This is an optimization exercise on Yosys and OpenROAD, whose aim is small area, a short achievable clock period and few clock cycles per item, not a production implementation.
Where RTL was checked, it was by simulation tests only, not by an equivalence proof against the original.

==> inputs of v10 <==
==> flow/design.v <==
package samplerz_pkg;
  localparam logic [15:0] INV_SIGMA_MAX_SQR_DIV_2 = 16'h269F;
  localparam logic [15:0] SIGMA_MIN_512  = 16'hA390;
  localparam logic [15:0] SIGMA_MIN_1024 = 16'hA62E;
  localparam logic [32*8-1:0] EXP_NEG_TABLE = {
    8'd5,   8'd6,   8'd7,   8'd8,   8'd9,   8'd10,  8'd11,  8'd13,
    8'd14,  8'd16,  8'd19,  8'd21,  8'd24,  8'd27,  8'd31,  8'd35,
    8'd39,  8'd44,  8'd50,  8'd57,  8'd65,  8'd73,  8'd83,  8'd94,
    8'd107, 8'd121, 8'd137, 8'd155, 8'd176, 8'd199, 8'd226, 8'd255
  };
endpackage
module samplerz_top (
  input  logic               clk,
  input  logic               rst_n_i,
  input  logic               start_i,
  input  logic [31:0]        mu_i,
  input  logic [15:0]        inv_sigma_prime_i,
  input  logic [15:0]        inv_sigma_sqr_div_2_i,
  input  logic               falcon_type_i,
  input  logic               rand_val_i,
  input  logic [23:0]        rand_cdt_i,
  input  logic               rand_b_i,
  input  logic [7:0]         rand_8_i,
  output logic               dout_val_o,
  output logic signed [15:0] w_o,
  output logic               request_rand_o,
  output logic               busy_o
);
  logic        busy_q;
  logic        ph1_q, ph2_q;    
  logic        take_job;
  logic        hit, acc;
  logic        v1_q, v2_q, v3_q;
  assign busy_o   = busy_q;
  assign take_job = start_i & ~busy_q;
  always_ff @(posedge clk) begin
    if (!rst_n_i) begin
      busy_q         <= 1'b0;
      ph1_q          <= 1'b0;
      ph2_q          <= 1'b0;
      v1_q           <= 1'b0;
      v2_q           <= 1'b0;
      v3_q           <= 1'b0;
      dout_val_o     <= 1'b0;
      request_rand_o <= 1'b0;
    end else begin
      busy_q         <= busy_q ? ~hit : start_i;
      ph1_q          <= take_job;
      ph2_q          <= ph1_q;
      v1_q           <= rand_val_i & busy_q & ~hit;
      v2_q           <= v1_q & ~hit;
      v3_q           <= v2_q & ~hit;
      dout_val_o     <= hit;
      request_rand_o <= v3_q & ~acc;
    end
  end
  logic [15:0] r_q, fmu_q, isq_q, isp_q, r2_q;
  logic        ft_q;
  logic [8:0]  ccs_q;
  always_ff @(posedge clk) begin
    if (take_job) begin
      r_q   <= mu_i[15:0];
      fmu_q <= mu_i[31:16];
      isq_q <= inv_sigma_sqr_div_2_i;
      isp_q <= inv_sigma_prime_i;
      ft_q  <= falcon_type_i;
    end
  end
  logic [3:0] z0_1;
  logic       b_1;
  logic [7:0] r8_1;
  logic [3:0] z0_cnt;
  always_comb begin
    z0_cnt = 4'd0;
    if (rand_cdt_i < 24'd10745844) z0_cnt = z0_cnt + 4'd1;
    if (rand_cdt_i < 24'd5559083)  z0_cnt = z0_cnt + 4'd1;
    if (rand_cdt_i < 24'd2260429)  z0_cnt = z0_cnt + 4'd1;
    if (rand_cdt_i < 24'd708981)   z0_cnt = z0_cnt + 4'd1;
    if (rand_cdt_i < 24'd169348)   z0_cnt = z0_cnt + 4'd1;
    if (rand_cdt_i < 24'd30538)    z0_cnt = z0_cnt + 4'd1;
    if (rand_cdt_i < 24'd4132)     z0_cnt = z0_cnt + 4'd1;
    if (rand_cdt_i < 24'd417)      z0_cnt = z0_cnt + 4'd1;
    if (rand_cdt_i < 24'd31)       z0_cnt = z0_cnt + 4'd1;
    if (rand_cdt_i < 24'd1)        z0_cnt = z0_cnt + 4'd1;
  end
  always_ff @(posedge clk) begin
    z0_1 <= z0_cnt;
    b_1  <= rand_b_i;
    r8_1 <= rand_8_i;
  end
  logic [3:0]  m;          
  logic [6:0]  zsq;
  logic [19:0] mr;
  logic [22:0] mr2;
  logic [22:0] dsq_next;
  logic [22:0] mb_q;       
  logic [3:0]  z0_2;
  logic        b_2;
  logic [7:0]  r8_2;
  assign m   = z0_1 + {3'd0, b_1};
  assign zsq = m * m;
  assign mr  = m * r_q;
  assign mr2 = {2'd0, mr, 1'b0};
  assign dsq_next = {zsq, r2_q} + (b_1 ? (23'd0 - mr2) : mr2);
  always_ff @(posedge clk) begin
    if (take_job)   mb_q <= {7'd0, mu_i[15:0]};
    else if (ph1_q) mb_q <= {7'd0, ft_q ? samplerz_pkg::SIGMA_MIN_1024 : samplerz_pkg::SIGMA_MIN_512};
    else            mb_q <= dsq_next;
    z0_2 <= z0_1;
    b_2  <= b_1;
    r8_2 <= r8_1;
  end
  logic [15:0] ma;
  logic [19:0] p2;
  logic [38:0] pm;
  logic [40:0] t;
  logic [4:0]  k_3;
  logic        ok_3;
  logic [3:0]  z0_3;
  logic        b_3;
  logic [7:0]  r8_3;
  assign ma = ph1_q ? r_q : (ph2_q ? isp_q : isq_q);
  always_comb begin
    case (z0_2)
      4'd1:    p2 = 20'd9887;
      4'd2:    p2 = 20'd39548;
      4'd3:    p2 = 20'd88983;
      4'd4:    p2 = 20'd158192;
      4'd5:    p2 = 20'd247175;
      4'd6:    p2 = 20'd355932;
      4'd7:    p2 = 20'd484463;
      4'd8:    p2 = 20'd632768;
      4'd9:    p2 = 20'd800847;
      4'd10:   p2 = 20'd988700;
      default: p2 = 20'd0;
    endcase
    if (ph1_q | ph2_q) p2 = 20'd0;
  end
  assign pm = ma * mb_q;
  assign t  = {2'b00, pm} - {5'd0, p2, 16'd0};
  always_ff @(posedge clk) begin
    if (ph1_q) r2_q  <= t[31:16];
    if (ph2_q) ccs_q <= (t[31:23] > 9'd256) ? 9'd256 : t[31:23];
    k_3  <= t[40] ? 5'd0 : t[33:29];
    ok_3 <= t[40] | ~|t[39:34];
    z0_3 <= z0_2;
    b_3  <= b_2;
    r8_3 <= r8_2;
  end
  logic [7:0]  ev;
  logic [16:0] prod;
  logic [4:0]  z_3;
  assign ev   = ok_3 ? samplerz_pkg::EXP_NEG_TABLE[k_3*8 +: 8] : 8'd0;
  assign prod = ev * ccs_q;
  assign acc  = r8_3 < prod[16:8];
  assign hit  = v3_q & acc;
  assign z_3  = b_3 ? {1'b0, z0_3 + 4'd1} : 5'd0 - {1'b0, z0_3};
  always_ff @(posedge clk) begin
    if (v3_q) w_o <= fmu_q + {{11{z_3[4]}}, z_3};
  end
endmodule
==> flow/run.sh <==
#!/bin/bash
# synth_recipe.tcl (not shown) runs the flow's synth.tcl, then flattens the netlist and writes it again
# the make line also repeats each setting of config.mk as NAME=value (left out here)
make -C /OpenROAD-flow-scripts/flow DESIGN_CONFIG=/design/flow/config.mk WORK_HOME=/design/flow/orfs CLKGATE_MAP_FILE= SYNTH_SCRIPT=/design/flow/synth_recipe.tcl finish
==> flow/config.mk <==
export PLATFORM = sky130hd
export DESIGN_NAME = samplerz_top
export DESIGN_NICKNAME = samplerz_top
export VERILOG_FILES = /design/flow/design.v
export SDC_FILE = /design/flow/constraint.sdc
export NUM_CORES = 4
export LEC_CHECK = 0
export CAP_MARGIN = 20
export CORE_MARGIN = 2
export CORE_UTILIZATION = 40
export SLEW_MARGIN = 20
==> flow/constraint.sdc <==
create_clock -name core_clock -period 11.0 [get_ports {clk}]
set_input_delay 2.2000 -clock core_clock [delete_from_list [all_inputs] [get_ports {clk}]]
set_output_delay 2.2000 -clock core_clock [all_outputs]
set_load 0.01 [all_outputs]
==> v35: changes against v10 <==
--- a/flow/design.v
+++ b/flow/design.v
@@ -56,3 +56,3 @@
   end
-  logic [15:0] r_q, fmu_q, isq_q, isp_q, r2_q;
+  logic [15:0] r_q, fmu_q, isq_q, r2_q;   
   logic        ft_q;
@@ -64,3 +64,2 @@
       isq_q <= inv_sigma_sqr_div_2_i;
-      isp_q <= inv_sigma_prime_i;
       ft_q  <= falcon_type_i;
@@ -72,15 +71,17 @@
   logic [3:0] z0_cnt;
-  always_comb begin
-    z0_cnt = 4'd0;
-    if (rand_cdt_i < 24'd10745844) z0_cnt = z0_cnt + 4'd1;
-    if (rand_cdt_i < 24'd5559083)  z0_cnt = z0_cnt + 4'd1;
-    if (rand_cdt_i < 24'd2260429)  z0_cnt = z0_cnt + 4'd1;
-    if (rand_cdt_i < 24'd708981)   z0_cnt = z0_cnt + 4'd1;
-    if (rand_cdt_i < 24'd169348)   z0_cnt = z0_cnt + 4'd1;
-    if (rand_cdt_i < 24'd30538)    z0_cnt = z0_cnt + 4'd1;
-    if (rand_cdt_i < 24'd4132)     z0_cnt = z0_cnt + 4'd1;
-    if (rand_cdt_i < 24'd417)      z0_cnt = z0_cnt + 4'd1;
-    if (rand_cdt_i < 24'd31)       z0_cnt = z0_cnt + 4'd1;
-    if (rand_cdt_i < 24'd1)        z0_cnt = z0_cnt + 4'd1;
-  end
+  logic [9:0] th;
+  assign th[0] = rand_cdt_i < 24'd10745844;
+  assign th[1] = rand_cdt_i < 24'd5559083;
+  assign th[2] = rand_cdt_i < 24'd2260429;
+  assign th[3] = rand_cdt_i < 24'd708981;
+  assign th[4] = rand_cdt_i < 24'd169348;
+  assign th[5] = rand_cdt_i < 24'd30538;
+  assign th[6] = rand_cdt_i < 24'd4132;
+  assign th[7] = rand_cdt_i < 24'd417;
+  assign th[8] = rand_cdt_i < 24'd31;
+  assign th[9] = rand_cdt_i < 24'd1;
+  assign z0_cnt[0] = (th[0] & ~th[1]) | (th[2] & ~th[3]) | (th[4] & ~th[5]) | (th[6] & ~th[7]) | (th[8] & ~th[9]);
+  assign z0_cnt[1] = (th[1] & ~th[3]) | (th[5] & ~th[7]) | th[9];
+  assign z0_cnt[2] = th[3] & ~th[7];
+  assign z0_cnt[3] = th[7];
   always_ff @(posedge clk) begin
@@ -92,4 +93,2 @@
   logic [6:0]  zsq;
-  logic [19:0] mr;
-  logic [22:0] mr2;
   logic [22:0] dsq_next;
@@ -101,8 +100,15 @@
   assign zsq = m * m;
-  assign mr  = m * r_q;
-  assign mr2 = {2'd0, mr, 1'b0};
-  assign dsq_next = {zsq, r2_q} + (b_1 ? (23'd0 - mr2) : mr2);
+  logic [15:0] rb;
+  logic [15:0] f0, f1, f2, f3;
+  assign rb = r_q ^ {16{b_1}};
+  assign f0 = m[0] ? rb : {16{b_1}};
+  assign f1 = m[1] ? rb : {16{b_1}};
+  assign f2 = m[2] ? rb : {16{b_1}};
+  assign f3 = m[3] ? rb : {16{b_1}};
+  assign dsq_next = {zsq, r2_q}
+                  + {6'd0, f0, 1'b0} + {5'd0, f1, 2'b0} + {4'd0, f2, 3'b0} + {3'd0, f3, 4'b0}
+                  + (b_1 ? 23'd6422558 : 23'd0);
   always_ff @(posedge clk) begin
     if (take_job)   mb_q <= {7'd0, mu_i[15:0]};
-    else if (ph1_q) mb_q <= {7'd0, ft_q ? samplerz_pkg::SIGMA_MIN_1024 : samplerz_pkg::SIGMA_MIN_512};
+    else if (ph1_q) mb_q <= {7'd0, r2_q};   
     else            mb_q <= dsq_next;
@@ -113,4 +119,3 @@
   logic [15:0] ma;
-  logic [19:0] p2;
-  logic [38:0] pm;
+  logic [24:0] np2;
   logic [40:0] t;
@@ -121,23 +126,50 @@
   logic [7:0]  r8_3;
-  assign ma = ph1_q ? r_q : (ph2_q ? isp_q : isq_q);
+  assign ma = ph1_q ? r_q
+            : ph2_q ? (ft_q ? samplerz_pkg::SIGMA_MIN_1024 : samplerz_pkg::SIGMA_MIN_512)
+            : isq_q;
+  logic [17:0] ax;
+  logic [7:0]  one, two, neg;
+  logic [23:0] bx;
+  logic [24:0] row [8];
+  assign ax = {1'b0, ma, 1'b0};
+  assign bx = {mb_q, 1'b0};
+  always_comb begin
+    for (int i = 0; i < 8; i++) begin
+      one[i] = ax[2*i+1] ^ ax[2*i];
+      two[i] = (ax[2*i+2] & ~ax[2*i+1] & ~ax[2*i]) | (~ax[2*i+2] & ax[2*i+1] & ax[2*i]);
+      neg[i] = ax[2*i+2];
+      for (int j = 0; j < 24; j++) begin
+        row[i][j] = ((one[i] & (j < 23 ? mb_q[j < 23 ? j : 0] : 1'b0)) | (two[i] & bx[j])) ^ neg[i];
+      end
+      row[i][24] = ~neg[i];
+    end
+  end
   always_comb begin
     case (z0_2)
-      4'd1:    p2 = 20'd9887;
-      4'd2:    p2 = 20'd39548;
-      4'd3:    p2 = 20'd88983;
-      4'd4:    p2 = 20'd158192;
-      4'd5:    p2 = 20'd247175;
-      4'd6:    p2 = 20'd355932;
-      4'd7:    p2 = 20'd484463;
-      4'd8:    p2 = 20'd632768;
-      4'd9:    p2 = 20'd800847;
-      4'd10:   p2 = 20'd988700;
-      default: p2 = 20'd0;
+      4'd1:    np2 = 25'd33544545;
+      4'd2:    np2 = 25'd33514884;
+      4'd3:    np2 = 25'd33465449;
+      4'd4:    np2 = 25'd33396240;
+      4'd5:    np2 = 25'd33307257;
+      4'd6:    np2 = 25'd33198500;
+      4'd7:    np2 = 25'd33069969;
+      4'd8:    np2 = 25'd32921664;
+      4'd9:    np2 = 25'd32753585;
+      4'd10:   np2 = 25'd32565732;
+      default: np2 = 25'd0;
     endcase
-    if (ph1_q | ph2_q) p2 = 20'd0;
+    if (ph1_q | ph2_q) np2 = 25'd0;
   end
-  assign pm = ma * mb_q;
-  assign t  = {2'b00, pm} - {5'd0, p2, 16'd0};
+  localparam logic [40:0] BOOTH_K = 41'h2_0000_0000_00 - 41'h0_0055_5500_0000;
+  assign t = {16'd0, row[0]}        + {14'd0, row[1], 2'd0}  + {12'd0, row[2], 4'd0}
+           + {10'd0, row[3], 6'd0}  + {8'd0, row[4], 8'd0}   + {6'd0, row[5], 10'd0}
+           + {4'd0, row[6], 12'd0}  + {2'd0, row[7], 14'd0}
+           + {2'd0, ma[15] ? mb_q : 23'd0, 16'd0}
+           + {26'd0, neg[7], 1'b0, neg[6], 1'b0, neg[5], 1'b0, neg[4], 1'b0,
+                     neg[3], 1'b0, neg[2], 1'b0, neg[1], 1'b0, neg[0]}
+           + BOOTH_K
+           + {np2, 16'd0};
   always_ff @(posedge clk) begin
-    if (ph1_q) r2_q  <= t[31:16];
+    if (take_job)   r2_q <= inv_sigma_prime_i;
+    else if (ph1_q) r2_q <= t[31:16];
     if (ph2_q) ccs_q <= (t[31:23] > 9'd256) ? 9'd256 : t[31:23];
@@ -150,7 +182,7 @@
   logic [7:0]  ev;
-  logic [16:0] prod;
+  logic [17:0] prod;
   logic [4:0]  z_3;
   assign ev   = ok_3 ? samplerz_pkg::EXP_NEG_TABLE[k_3*8 +: 8] : 8'd0;
-  assign prod = ev * ccs_q;
-  assign acc  = r8_3 < prod[16:8];
+  assign prod = ev * ccs_q - {r8_3, 8'hff} - 18'd1;
+  assign acc  = ~prod[17];
   assign hit  = v3_q & acc;
--- a/flow/config.mk
+++ b/flow/config.mk
@@ -10,2 +10,3 @@
 export CORE_UTILIZATION = 40
+export SETUP_SLACK_MARGIN = 5
 export SLEW_MARGIN = 20
==> v24: changes against v10 <==
--- a/flow/design.v
+++ b/flow/design.v
@@ -72,15 +72,17 @@
   logic [3:0] z0_cnt;
-  always_comb begin
-    z0_cnt = 4'd0;
-    if (rand_cdt_i < 24'd10745844) z0_cnt = z0_cnt + 4'd1;
-    if (rand_cdt_i < 24'd5559083)  z0_cnt = z0_cnt + 4'd1;
-    if (rand_cdt_i < 24'd2260429)  z0_cnt = z0_cnt + 4'd1;
-    if (rand_cdt_i < 24'd708981)   z0_cnt = z0_cnt + 4'd1;
-    if (rand_cdt_i < 24'd169348)   z0_cnt = z0_cnt + 4'd1;
-    if (rand_cdt_i < 24'd30538)    z0_cnt = z0_cnt + 4'd1;
-    if (rand_cdt_i < 24'd4132)     z0_cnt = z0_cnt + 4'd1;
-    if (rand_cdt_i < 24'd417)      z0_cnt = z0_cnt + 4'd1;
-    if (rand_cdt_i < 24'd31)       z0_cnt = z0_cnt + 4'd1;
-    if (rand_cdt_i < 24'd1)        z0_cnt = z0_cnt + 4'd1;
-  end
+  logic [9:0] th;
+  assign th[0] = rand_cdt_i < 24'd10745844;
+  assign th[1] = rand_cdt_i < 24'd5559083;
+  assign th[2] = rand_cdt_i < 24'd2260429;
+  assign th[3] = rand_cdt_i < 24'd708981;
+  assign th[4] = rand_cdt_i < 24'd169348;
+  assign th[5] = rand_cdt_i < 24'd30538;
+  assign th[6] = rand_cdt_i < 24'd4132;
+  assign th[7] = rand_cdt_i < 24'd417;
+  assign th[8] = rand_cdt_i < 24'd31;
+  assign th[9] = rand_cdt_i < 24'd1;
+  assign z0_cnt[0] = (th[0] & ~th[1]) | (th[2] & ~th[3]) | (th[4] & ~th[5]) | (th[6] & ~th[7]) | (th[8] & ~th[9]);
+  assign z0_cnt[1] = (th[1] & ~th[3]) | (th[5] & ~th[7]) | th[9];
+  assign z0_cnt[2] = th[3] & ~th[7];
+  assign z0_cnt[3] = th[7];
   always_ff @(posedge clk) begin
@@ -150,7 +152,7 @@
   logic [7:0]  ev;
-  logic [16:0] prod;
+  logic [17:0] prod;
   logic [4:0]  z_3;
   assign ev   = ok_3 ? samplerz_pkg::EXP_NEG_TABLE[k_3*8 +: 8] : 8'd0;
-  assign prod = ev * ccs_q;
-  assign acc  = r8_3 < prod[16:8];
+  assign prod = ev * ccs_q - {r8_3, 8'hff} - 18'd1;
+  assign acc  = ~prod[17];
   assign hit  = v3_q & acc;
--- a/flow/config.mk
+++ b/flow/config.mk
@@ -10,2 +10,3 @@
 export CORE_UTILIZATION = 40
+export SETUP_SLACK_MARGIN = 5
 export SLEW_MARGIN = 20
==> notes <==
v10 finished clean. v24 finished with timing, DRC and antenna clean. v35 went through all stages and came out clean. Fmax, highest first: v24, v35, v10. The highest setup slack belongs to v24, the lowest to v10. Wire length, highest first: v35, v24, v10. Of v35 and v24, v24 has the higher die area (gap 2.2%, measured against v24). Between v10 and v24, the lower utilization is in v10 (gap 4.0 points). Synthesized cell count: v24 < v10 < v35. The lowest final cell count belongs to v24, the highest to v35. Of v24 and v10, v10 has the higher hold slack (gap 1.1 ps). Of v24 and v35, v35 has the higher first-iteration DRC count (gap 57%, measured against v35).
==> figures <==
                                                                                       v24                       v35                     v10
# resized after CTS                                                                    188                       262                       0
Count of yosys warnings during synthesis                                                 1                         3                       1
Final core utilization                                                              0.4926                    0.5111                  0.4521
Placed Instances                                                                      3597                      3730                    3744
Routed wire length                                                                70940 um                  92130 um                66290 um
Arrival time at the worst endpoint                                                 7470 ps                   7600 ps                 9080 ps
Leading cell type in the layout, fill and taps excluded             sky130_fd_sc_hd__inv_1  sky130_fd_sc_hd__nand2_1  sky130_fd_sc_hd__inv_1
Most frequent cell after synthesis                                  sky130_fd_sc_hd__inv_1  sky130_fd_sc_hd__nand2_1  sky130_fd_sc_hd__inv_1
Number of clock buffer instances in the layout                                          32                        18                      37
Storage cell area                                                                5112 um^2                 4634 um^2               5086 um^2
Yosys top cell area share                                                           0.3174                    0.2235                  0.3002
Clock slew seen by the registers of the worst setup and hold paths                   60 ps                     80 ps                   60 ps
Register-to-register setup slack                                                   4010 ps                   3790 ps                 2450 ps
Post-synthesis instance area                                                    25290 um^2                24720 um^2              26210 um^2
Endpoint, Worst Hold                                                               r8_3[7]                   r8_3[6]                 z0_3[2]
Fraction of the yosys area taken by sequential cells                                0.2010                    0.1863                  0.1940
Number of buffers created by CTS                                                        27                        17                      25
Core ar.                                                                        62740 um^2                61370 um^2              64580 um^2
GP Congestion                                                                       0.8832                    0.9536                  0.8942
Routed length per placed instance                                                 18.80 um                  23.26 um                17.49 um
Status                                                    no timing/DRC/antenna violations  no timing/DRC/antenna violations  no timing/DRC/antenna violations
Testbench counts of v10, summed over its fixed seeds: cycles 13,624, samples 2,400.
No functional check of the RTL was part of v35 and v24.

## afterwards: timing with drivers on the ports
In the flow no input, the clock included, has a driving cell. The finished layouts below were timed again as built, in two steps. Step 1 sets driving cells, clkbuf_16 on the clock port and buf_2 on the other inputs (assumed; they add their load-dependent delay and slew). Step 2 adds t to the input delays and takes it off the output delays; t is the mean of the earliest and latest rising clock arrival at the registers after step 1. Input paths then give back, and output paths get back, about the clock's delay inside the block. Three values: ideal, step 1, step 2; two values: the first two.
| run | shift t [ns] | slack for setup (ns) | clock arrival spread, ns |
|---|---|---|---|
| v10 | 0.611 | 2.373 / 2.410 / 1.799 | 0.023 / 0.022 |
| v35 | 0.499 | 3.793 / 3.793 / 3.793 | 0.013 / 0.013 |
| v24 | 0.624 | 4.010 / 4.010 / 4.010 | 0.032 / 0.032 |
After both steps setup and hold are still met in every run listed. For v10, which loses most, drivers alone change the setup slack by +0.037 ns; drivers and shift together by -0.574 ns.
